From an optimization exercise on the open Yosys and OpenROAD flow, aimed at small area; shortcuts taken in it are not production practice.
The RTL was checked by simulation tests, not by an equivalence proof against the original design.
Power figures rest on the tool's default switching activity, not on a simulated workload.

Setup of lane 3:
==> flow/design.v (excerpt) <==
module rpc_phy_top #(
  parameter int WORD_W = rpc_phy_pkg::WORD_W_DEF
) (
  input  logic                          clk_0_i,
  input  logic                          rst_ni,
  input  rpc_phy_pkg::rpc_slot_u        cmd_i,
  input  logic                          cmd_valid_i,
  output logic                          cmd_ready_o,
  input  logic [WORD_W-1:0]             data_i,
  input  logic [rpc_phy_pkg::MASK_W-1:0] mask_i,
  output logic                          data_ready_o,
  input  logic [rpc_phy_pkg::BUS_W-1:0] db_i,
  input  logic                          rd_valid_i,
  output logic [WORD_W-1:0]             data_o,
  output logic                          data_valid_o,
  output logic                          data_last_o,
  output logic                          cs_no,
  output logic                          stb_o,
  output logic                          db_oe_o,
  output logic [rpc_phy_pkg::BUS_W-1:0] db_o
);
  logic idle, load, shift, hold, hold_lo, sel_c;
  logic [WORD_W-1:0] word;
  rpc_phy_ctrl u_ctrl (
    .clk_0_i      (clk_0_i),
    .rst_ni       (rst_ni),
    .cmd_i        (cmd_i.raw),
    .cmd_valid_i  (cmd_valid_i),
    .rd_valid_i   (rd_valid_i),
    .cmd_ready_o  (cmd_ready_o),
    .data_ready_o (data_ready_o),
    .data_valid_o (data_valid_o),
    .data_last_o  (data_last_o),
    .cs_no        (cs_no),
    .stb_o        (stb_o),
    .db_oe_o      (db_oe_o),
    .idle_o       (idle),
    .load_o       (load),
    .shift_o      (shift),
    .hold_o       (hold),
    .hold_lo_o    (hold_lo),
    .sel_c_o      (sel_c)
  );
  rpc_rd_path #(
    .WORD_W (WORD_W)
  ) u_rd_path (
    .clk_0_i   (clk_0_i),
    .db_i      (db_i),
    .data_i    (data_i),
    .mask_i    (mask_i),
    .idle_i    (idle),
    .load_i    (load),
    .shift_i   (shift),
    .hold_i    (hold),
    .hold_lo_i (hold_lo),
    .word_o    (word)
  );
  rpc_wr_path u_wr_path (
    .clk_0_i (clk_0_i),
    .cmd_i   (cmd_i.raw),
    .idle_i  (idle),
    .sel_c_i (sel_c),
    .lo_i    (word[63:0]),
    .db_o    (db_o)
  );
  assign data_o = word;
endmodule
export LEC_CHECK = 0
export CAP_MARGIN = 20
export CORE_AREA = 2 2 238 238
export DIE_AREA = 0 0 240 240
export SLEW_MARGIN = 20
create_clock -name core_clock -period 6.0 [get_ports {clk_0_i}]
run.sh (not shown) runs the stock make flow with config.mk's settings and CLKGATE_MAP_FILE= SYNTH_SCRIPT=/design/flow/synth_recipe.tcl, a recipe that flattens the netlist after the stock synthesis.
Lane 3 reached the end of the flow, and the finished layout is clean on the timing, design-rule and antenna checks.
Changes in lane 1 relative to lane 3:
==> flow/flow/run.sh (new file) <==
#!/bin/bash
# The standard layout, with the smallest buffer for the port buffers
set -euo pipefail
bash standard.sh BUFFER_PORTS_ARGS="-buffer_cell sky130_fd_sc_hd__buf_1" finish > standard.log 2>&1
==> flow/standard.sh (new file) <==
#!/bin/bash
# synth_recipe.tcl (not shown) runs the flow's synth.tcl, then flattens the netlist and writes it again
# the make line also repeats each setting of config.mk as NAME=value (left out here)
make -C /OpenROAD-flow-scripts/flow DESIGN_CONFIG=/design/flow/config.mk WORK_HOME=/design/flow/orfs CLKGATE_MAP_FILE= SYNTH_SCRIPT=/design/flow/synth_recipe.tcl "${@:-finish}"
removed: flow/run.sh
Delta (lane 1 minus lane 3): detailed-routing iteration count for the pre-antenna-repair pass moved up, synthesized cell count stayed essentially flat, proportion of power drawn by combinational gates down 6.8 points, fraction of power consumed by the clock network went up.
Diff lane 3 and lane 1: relative slew slack lower in lane 1
Lane 1 vs lane 3 — worst clock skew rose 0.0097 ns.
From lane 3 to lane 1 the numbers moved as follows: maximum frequency from static timing analysis grew by 8.9%; routed wire length shrank by about 10%.

========
== JK ==
Another version of the RTL of rpc_phy_top (not shown whole).
Size in the first run: ~990 cells after synthesis, about 680 I/O pins, ~11000 um^2 of cells after synthesis.
Settings: LEC_CHECK=0, CAP_MARGIN=5, CORE_AREA=2 2 203 203, DIE_AREA=0 0 205 205, SLEW_MARGIN=5, SYNTH_HIERARCHICAL=1; clock period 6.0 ns.
standard.sh (not shown) runs the stock make flow with config.mk's settings and CLKGATE_MAP_FILE= SYNTH_SCRIPT=/design/flow/synth_recipe.tcl, a recipe that flattens the netlist after the stock synthesis.
==> flow/flow/run.sh <==
#!/bin/bash
# The standard layout (standard.sh) with these changes:
#  - synthesis is synth_recipe.tcl unchanged except for abc: it maps the logic
#    with each area-oriented script flow/map*.abc and keeps the smallest result.
#    The flip-flops come from dfflibmap before abc runs, so they are the standard
#    synthesis's registers, with the same names and cell types.
#  - port buffers use the smallest buffer, sky130_fd_sc_hd__buf_1
#  - clock tree synthesis clusters up to 15 flip-flops within 60 um on one
#    sky130_fd_sc_hd__clkbuf_8 and inserts no dummy loads
# Every tool's output goes to standard.log here and to the ORFS logs under orfs/.
set -euo pipefail
here=$(pwd)
scripts=$(ls "$here"/flow/map*.abc | paste -sd' ')
cat > area_synth.tcl <<TCL
proc abc {args} {
  set i [lsearch -exact \$args -script]
  design -save pre_abc
  set best -1
  foreach s {$scripts} {
    design -load pre_abc
    set a \$args
    if {\$i >= 0} { lset a [expr {\$i + 1}] \$s }
    yosys abc {*}\$a
    set st [tee -q -s result.string stat -liberty [lindex \$::env(LIB_FILES) 0]]
    if {![regexp {Chip area for top module [^:]*: ([0-9.]+)} \$st -> area]} {
      regexp {Chip area for module [^:]*: ([0-9.]+)} \$st -> area
    }
    puts "abc script \$s: area \$area"
    if {\$best < 0 || \$area < \$best} { set best \$area; design -save best_abc }
  }
  design -load best_abc
  puts "abc kept area \$best"
}
TCL
cat synth_recipe.tcl >> area_synth.tcl
cts_args="-sink_clustering_enable -repair_clock_nets -dont_use_dummy_load"
cts_args="$cts_args -buf_list sky130_fd_sc_hd__clkbuf_8 -sink_clustering_size 15 -sink_clustering_max_diameter 60"
bash standard.sh SYNTH_SCRIPT="$here/area_synth.tcl" \
  BUFFER_PORTS_ARGS="-buffer_cell sky130_fd_sc_hd__buf_1" \
  CTS_ARGS="$cts_args" finish > standard.log 2>&1
==> flow/flow/map1.abc <==
strash
&get -n
&st
&synch2
&nf -a -R 1000
&put
topo
==> flow/flow/map2.abc <==
strash
&get -n
&nf -a -R 1000
&put
topo
==> flow/flow/map3.abc <==
strash
&get -n
&st
&synch2
&put
amap
topo
dnsize -c
What MS does differently from JK at the input level:
diff --git a/flow/config.mk b/flow/config.mk
--- a/flow/config.mk
+++ b/flow/config.mk
@@ -7,6 +7,7 @@
 export LEC_CHECK = 0
-export CAP_MARGIN = 5
+export CAP_MARGIN = 20
 export CORE_AREA = 2 2 203 203
 export DIE_AREA = 0 0 205 205
-export SLEW_MARGIN = 5
+export PLACE_DENSITY = 0.75
+export SLEW_MARGIN = 20
 export SYNTH_HIERARCHICAL = 1
- MS: PASS, flow complete, no timing, DRC or antenna violations
- Delta (MS minus JK): smallest hold slack moved down, sequential share of layout area saw a decrease, number of antenna violations at the first check in global routing down 3, highest attainable clock frequency up 5.4%, insertion delay of the later-clocked pin in the worst-skew pair increased by 0.03 ns relative to the old numbers.
- Largest fanout of any net on the critical path (lower): JK
- Of JK and MS, the lower worst setup slack belongs to JK.
- Total length of routed wires was higher in the run labelled MS.
- Min minimum clock period after layout across JK and MS: MS
- Taking JK as the reference point, the data arrival at the endpoint of the critical path of MS falls by 0.25 ns.
- Side by side, DRC violation total after the first TritonRoute iteration turned out lower in MS than in JK.

-- what the ideal ports hide --
How much do the figures lean on ideal ports? The routed layouts below were timed once more, with nothing changed but the port constraints. Step 1 assumes that a clkbuf_16 drives the clock port and a buf_2 every other input. Step 2 also shifts input and output timing later by t, the mid clock arrival at the registers, as if the neighbouring blocks saw the same clock. Slacks: no drivers / after step 1 / after step 2; pairs: no drivers / after step 1.
run | t, ns | setup slack, ns | worst setup path at the end | clock arrival spread, ns | worst data-port slew with drivers (ns)
lane 3 | 0.585 | 1.992 / 1.938 / 2.463 | input to register | 0.016 / 0.015 | 0.09
lane 1 | 0.587 | 2.318 / 2.259 / 2.370 | input to register | 0.027 / 0.026 | 0.09
JK | 0.603 | 1.150 / 1.105 / 1.708 | register to output | 0.026 / 0.026 | 0.15
MS | 0.618 | 1.399 / 1.354 / 1.739 | register to register | 0.073 / 0.072 | 0.12
After both steps every run listed still meets setup and hold.
